Background: an optimization exercise with open tools, aiming at small area, a short achievable clock period and few clock cycles per item. Do not read the settings as production practice.
At most, simulation tests tie the RTL to the original design; equivalence was not proved.
Power figures rest on the tool's default switching activity, not on a simulated workload.

==> 04-04: inputs <==
==> flow/design.v (excerpt) <==
module core_top (
  input  wire logic                  clk,
  input  wire logic                  rst,
  output logic [32-1:0]      imem_addr,
  input  wire logic [32-1:0] imem_inst,
  output logic [32-1:0]      dmem_addr,
  output logic [32-1:0]      dmem_wdata,
  output logic                       dmem_wen,
  output logic                       dmem_ren,
  input  wire logic [32-1:0] dmem_rdata,
  output logic                       exit
);
  localparam int XL = 32;
  logic [XL-1:0] pc;
  logic          x_kill;     
  logic          x_we_q, x_ld_q, x_st_q, x_br_q, x_ecall_q;
  logic          x_we;       
  logic          x_ld;       
  logic          x_st;       
  logic          x_br;       
  logic          x_bne;
  logic          x_pred;     
  logic          x_ecall;
  logic          x_arith;    
  logic          x_sub;
  logic [1:0]    x_lop;      
  logic [4:0]    x_rd;
  logic [XL-1:0] x_a;        
  logic [XL-1:0] x_b;        
  logic [XL-1:0] x_s;        
  logic          m_we;
  logic          m_ld;
  logic          m_st;
  logic [4:0]    m_rd;
  logic [XL-1:0] m_res;
  logic [XL-1:0] m_sd;
  logic [XL-1:0] inst;
  logic [6:0]    opc;
  logic [2:0]    f3;
  logic [6:0]    f7;
  logic [4:0]    rs1, rs2, rd;
  logic          d_op, d_addi, d_lw, d_sw, d_br, d_jal, d_ecall;
  logic          d_we, d_use1, d_use2, d_pred;
  logic [XL-1:0] imm_i, imm_s, imm_b, imm_j;
  logic [XL-1:0] pc4, tgt;
  logic [XL-1:0] rs1_val, rs2_val;
  logic [XL-1:0] wb_data;
  logic          stall, redirect, hold, x_go;
  assign inst = imem_inst;
  assign opc  = inst[6:0];
  assign f3   = inst[14:12];
  assign f7   = inst[31:25];
  assign rs1  = inst[19:15];
  assign rs2  = inst[24:20];
  assign rd   = inst[11:7];
  always_comb begin
    d_op    = opc == core_pkg::OPC_OP &&
              ((f3 == 3'b000 && (f7 == 7'b0000000 || f7 == 7'b0100000)) ||
               f3 == 3'b100 || f3 == 3'b110 || f3 == 3'b111);
    d_addi  = opc == core_pkg::OPC_OP_IMM && f3 == 3'b000;
  ...
clock: 7.0 ns
lec_check: 0
abc_area: 1
cap_margin: 20
core_margin: 2
core_utilization: 40
cts_cluster_diameter: 80
cts_cluster_size: 28
place_density: 0.6
setup_slack_margin: 4.0
slew_margin: 20
run.sh (not shown) runs the stock make flow with config.mk's settings and CLKGATE_MAP_FILE= SYNTH_SCRIPT=/design/flow/synth_recipe.tcl, a recipe that flattens the netlist after the stock synthesis.
==> inputs of 05-08, as changes to 04-04 <==
ABC_AREA = default   (was 1)
CORE_UTILIZATION = 70   (was 40)
CTS_CLUSTER_DIAMETER = 70   (was 80)
CTS_CLUSTER_SIZE = 26   (was 28)
PLACE_DENSITY = 0.8   (was 0.6)
SETUP_SLACK_MARGIN = 3.5   (was 4.0)
==> inputs of 01-18, as changes to 04-04 <==
--- a/flow/design.v
+++ b/flow/design.v
@@ -55,24 +55,23 @@
   output logic                       dmem_ren,
   input  wire logic [32-1:0] dmem_rdata,
   output logic                       exit
 );
   localparam int XL = 32;
   logic [XL-1:0] pc;
-  logic          x_kill;     
-  logic          x_we_q, x_ld_q, x_st_q, x_br_q, x_ecall_q;
   logic          x_we;       
   logic          x_ld;       
   logic          x_st;       
   logic          x_br;       
   logic          x_bne;
   logic          x_pred;     
   logic          x_ecall;
   logic          x_arith;    
   logic          x_sub;
   logic [1:0]    x_lop;      
+  logic          x_fa, x_fb, x_fs;   
   logic [4:0]    x_rd;
   logic [XL-1:0] x_a;        
   logic [XL-1:0] x_b;        
   logic [XL-1:0] x_s;        
   logic          m_we;
   logic          m_ld;
@@ -138,74 +137,78 @@
     .rd      (m_rd),
     .wdata   (wb_data)
   );
   assign stall = x_ld && x_we &&
                  ((d_use1 && rs1 == x_rd) || (d_use2 && rs2 == x_rd));
   assign hold  = stall || x_ecall || exit;
-  logic fwd_a, fwd_s;
-  assign fwd_a = x_we && x_rd == rs1;
-  assign fwd_s = x_we && x_rd == rs2;
-  assign x_go  = !hold;   
-  assign x_we    = x_we_q && !x_kill;
-  assign x_ld    = x_ld_q && !x_kill;
-  assign x_st    = x_st_q && !x_kill;
-  assign x_br    = x_br_q && !x_kill;
-  assign x_ecall = x_ecall_q && !x_kill;
+  assign x_go  = !redirect && !hold;
   logic [XL-1:0] a, b, s, sum, lres, res;
   logic          taken;
-  assign a = x_a;
-  assign b = x_b;
-  assign s = x_s;
+  assign a = x_fa ? m_res : x_a;
+  assign b = x_fb ? m_res : x_b;
+  assign s = x_fs ? m_res : x_s;
   assign sum = a + (x_sub ? ~b : b) + {{(XL-1){1'b0}}, x_sub};
   always_comb begin
     case (x_lop)
       2'b00:   lres = a ^ b;
       2'b10:   lres = a | b;
       2'b11:   lres = a & b;
       default: lres = b;
     endcase
   end
   assign res      = x_arith ? sum : lres;
-  assign taken    = (a == s) ^ x_bne;
+  logic eq_rr, eq_mr, eq_rm;
+  assign eq_rr    = x_a == x_s;
+  assign eq_mr    = m_res == x_s;
+  assign eq_rm    = x_a == m_res;
+  always_comb begin
+    case ({x_fa, x_fs})
+      2'b00:   taken = eq_rr;
+      2'b10:   taken = eq_mr;
+      2'b01:   taken = eq_rm;
+      default: taken = 1'b1;
+    endcase
+    taken = taken ^ x_bne;
+  end
   assign redirect = x_br && (taken != x_pred);
   always_ff @(posedge clk) begin
     if (rst) pc <= 32'h0000_0000;
     else if (redirect) pc <= x_b;
     else if (!hold) pc <= d_pred ? tgt : pc4;
   end
   always_ff @(posedge clk) begin
-    if (rst) x_kill <= 1'b0;
-    else x_kill <= redirect;
     if (rst || !x_go) begin
-      x_we_q    <= 1'b0;
-      x_ld_q    <= 1'b0;
-      x_st_q    <= 1'b0;
-      x_br_q    <= 1'b0;
-      x_ecall_q <= 1'b0;
+      x_we    <= 1'b0;
+      x_ld    <= 1'b0;
+      x_st    <= 1'b0;
+      x_br    <= 1'b0;
+      x_ecall <= 1'b0;
     end else begin
-      x_we_q    <= d_we;
-      x_ld_q    <= d_lw;
-      x_st_q    <= d_sw;
-      x_br_q    <= d_br;
-      x_ecall_q <= d_ecall;
+      x_we    <= d_we;
+      x_ld    <= d_lw;
+      x_st    <= d_sw;
+      x_br    <= d_br;
+      x_ecall <= d_ecall;
     end
   end
   always_ff @(posedge clk) begin
     x_bne   <= f3[0];
     x_pred  <= d_pred;
     x_arith <= !(d_op && f3 != 3'b000) && !d_jal;
     x_sub   <= d_op && f3 == 3'b000 && f7[5];
     x_lop   <= d_jal ? 2'b01 : {f3[1], f3[0]};
     x_rd    <= rd;
-    x_a     <= fwd_a ? res : rs1_val;
-    x_s     <= fwd_s ? res : rs2_val;
+    x_fa    <= x_we && x_rd == rs1;
+    x_fb    <= x_we && x_rd == rs2 && !(d_br || d_jal || d_addi || d_lw || d_sw);
+    x_fs    <= x_we && x_rd == rs2;
+    x_a     <= rs1_val;
+    x_s     <= rs2_val;
     if (d_br)                x_b <= d_pred ? pc4 : tgt_b;
     else if (d_jal)          x_b <= pc4;
     else if (d_addi || d_lw) x_b <= imm_i;
     else if (d_sw)           x_b <= imm_s;
-    else if (fwd_s)          x_b <= res;
     else                     x_b <= rs2_val;
   end
   always_ff @(posedge clk) begin
     if (rst) begin
       m_we <= 1'b0;
       m_ld <= 1'b0;
ABC_AREA = default   (was 1)
CTS_CLUSTER_DIAMETER = default   (was 80)
CTS_CLUSTER_SIZE = default   (was 28)
PLACE_DENSITY = default   (was 0.6)
SETUP_SLACK_MARGIN = 3.5   (was 4.0)
==> results.txt <==
05-08 died in 5_1_grt. 01-18 finished clean. 04-04 completed with no timing, DRC or antenna violations.
Register-to-register slack: 04-04 is better than 01-18 (390 ps).
Of 04-04 and 01-18, 01-18 has the higher count of clock-buffer cells in the layout (gap 77).
Sequential power: 01-18 is larger than 04-04 (about 7%).
Of 04-04 and 01-18, 04-04 has the higher critical path depth (gap 5).
Worst hold slack: 01-18 is better than 04-04 (19 ps).
In 04-04 the setup slack is higher than in 01-18, by 400 ps.
Between 04-04 and 01-18, the lower non-clock buffer count is in 01-18 (gap 106).
==> figures <==
metric	01-18	05-08	04-04
Status	no timing/DRC/antenna violations	did not finish	no timing/DRC/antenna violations
Stage where the flow stopped	-	5_1_grt	-
Most common cell after layout, fill and taps aside	sky130_fd_sc_hd__edfxtp_1	-	sky130_fd_sc_hd__nand2_1
Relative slew slack	0.2046	-	0.1551
Post-synthesis simple-gate area fraction	0.08796	0.1083	0.2075
Number of DRC markers after the initial detailed-route iteration	12630	-	12080
Met1 layer wirelength in the final routing	103.0 mm	-	131.8 mm
Final standard cell count with taps included and fillers excluded	7376	-	9797
Portion of netlist area occupied by mux cells	0.02732	0.02050	0.005235
Adder-cell share of the synthesized area	0.03022	0.03036	0.02832
Cell depth of the worst flop-to-flop path	12	-	14
Sequential element share of the synthesized area	0.5784	0.5804	0.5413
Fraction of the core area covered by cells at the end of the flow	0.4922	-	0.5057
Antenna cells	9	-	62
Kind of start point of the critical path	primary input	-	primary input
Relative contribution of the clock network to total power	0.306	-	0.258
Cells after synthesis	4941	5035	7095
Testbench counts of 04-04, summed over its fixed seeds: cycles 41,425, instrs 39,997.
Testbench counts of 05-08, summed over its fixed seeds: cycles 41,425, instrs 39,997.
Only the layout flow was run in 01-18; the RTL was not checked for function there.

[re-timing with driven ports]
In the flow no input, the clock included, has a driving cell. The finished layouts below were timed again as built, in two steps.
Step 1 sets driving cells, clkbuf_16 on the clock port and buf_2 on the other inputs (assumed; they add their load-dependent delay and slew).
Step 2, shift: input delay + t, output delay - t, t = (earliest + latest rising clock arrival at the registers) / 2. This alone moves slack from input paths to output paths.
a / b / c = no drivers / after step 1 / after step 2; a / b = the first two.
run	shift t [ns]	slack for setup (ns)	worst setup path after step 2	slew at the worst register clock pin (ns)	pins driven straight from the clock port
04-04	0.839	3.817 / 3.813 / 2.975	input to register	0.12 / 0.12	1
01-18	0.882	3.417 / 3.376 / 2.494	input to register	0.07 / 0.07	1
After both steps setup and hold are still met in every run listed. The setup slack of 01-18, which loses most, moves by -0.041 ns with the drivers and by -0.923 ns with both steps.
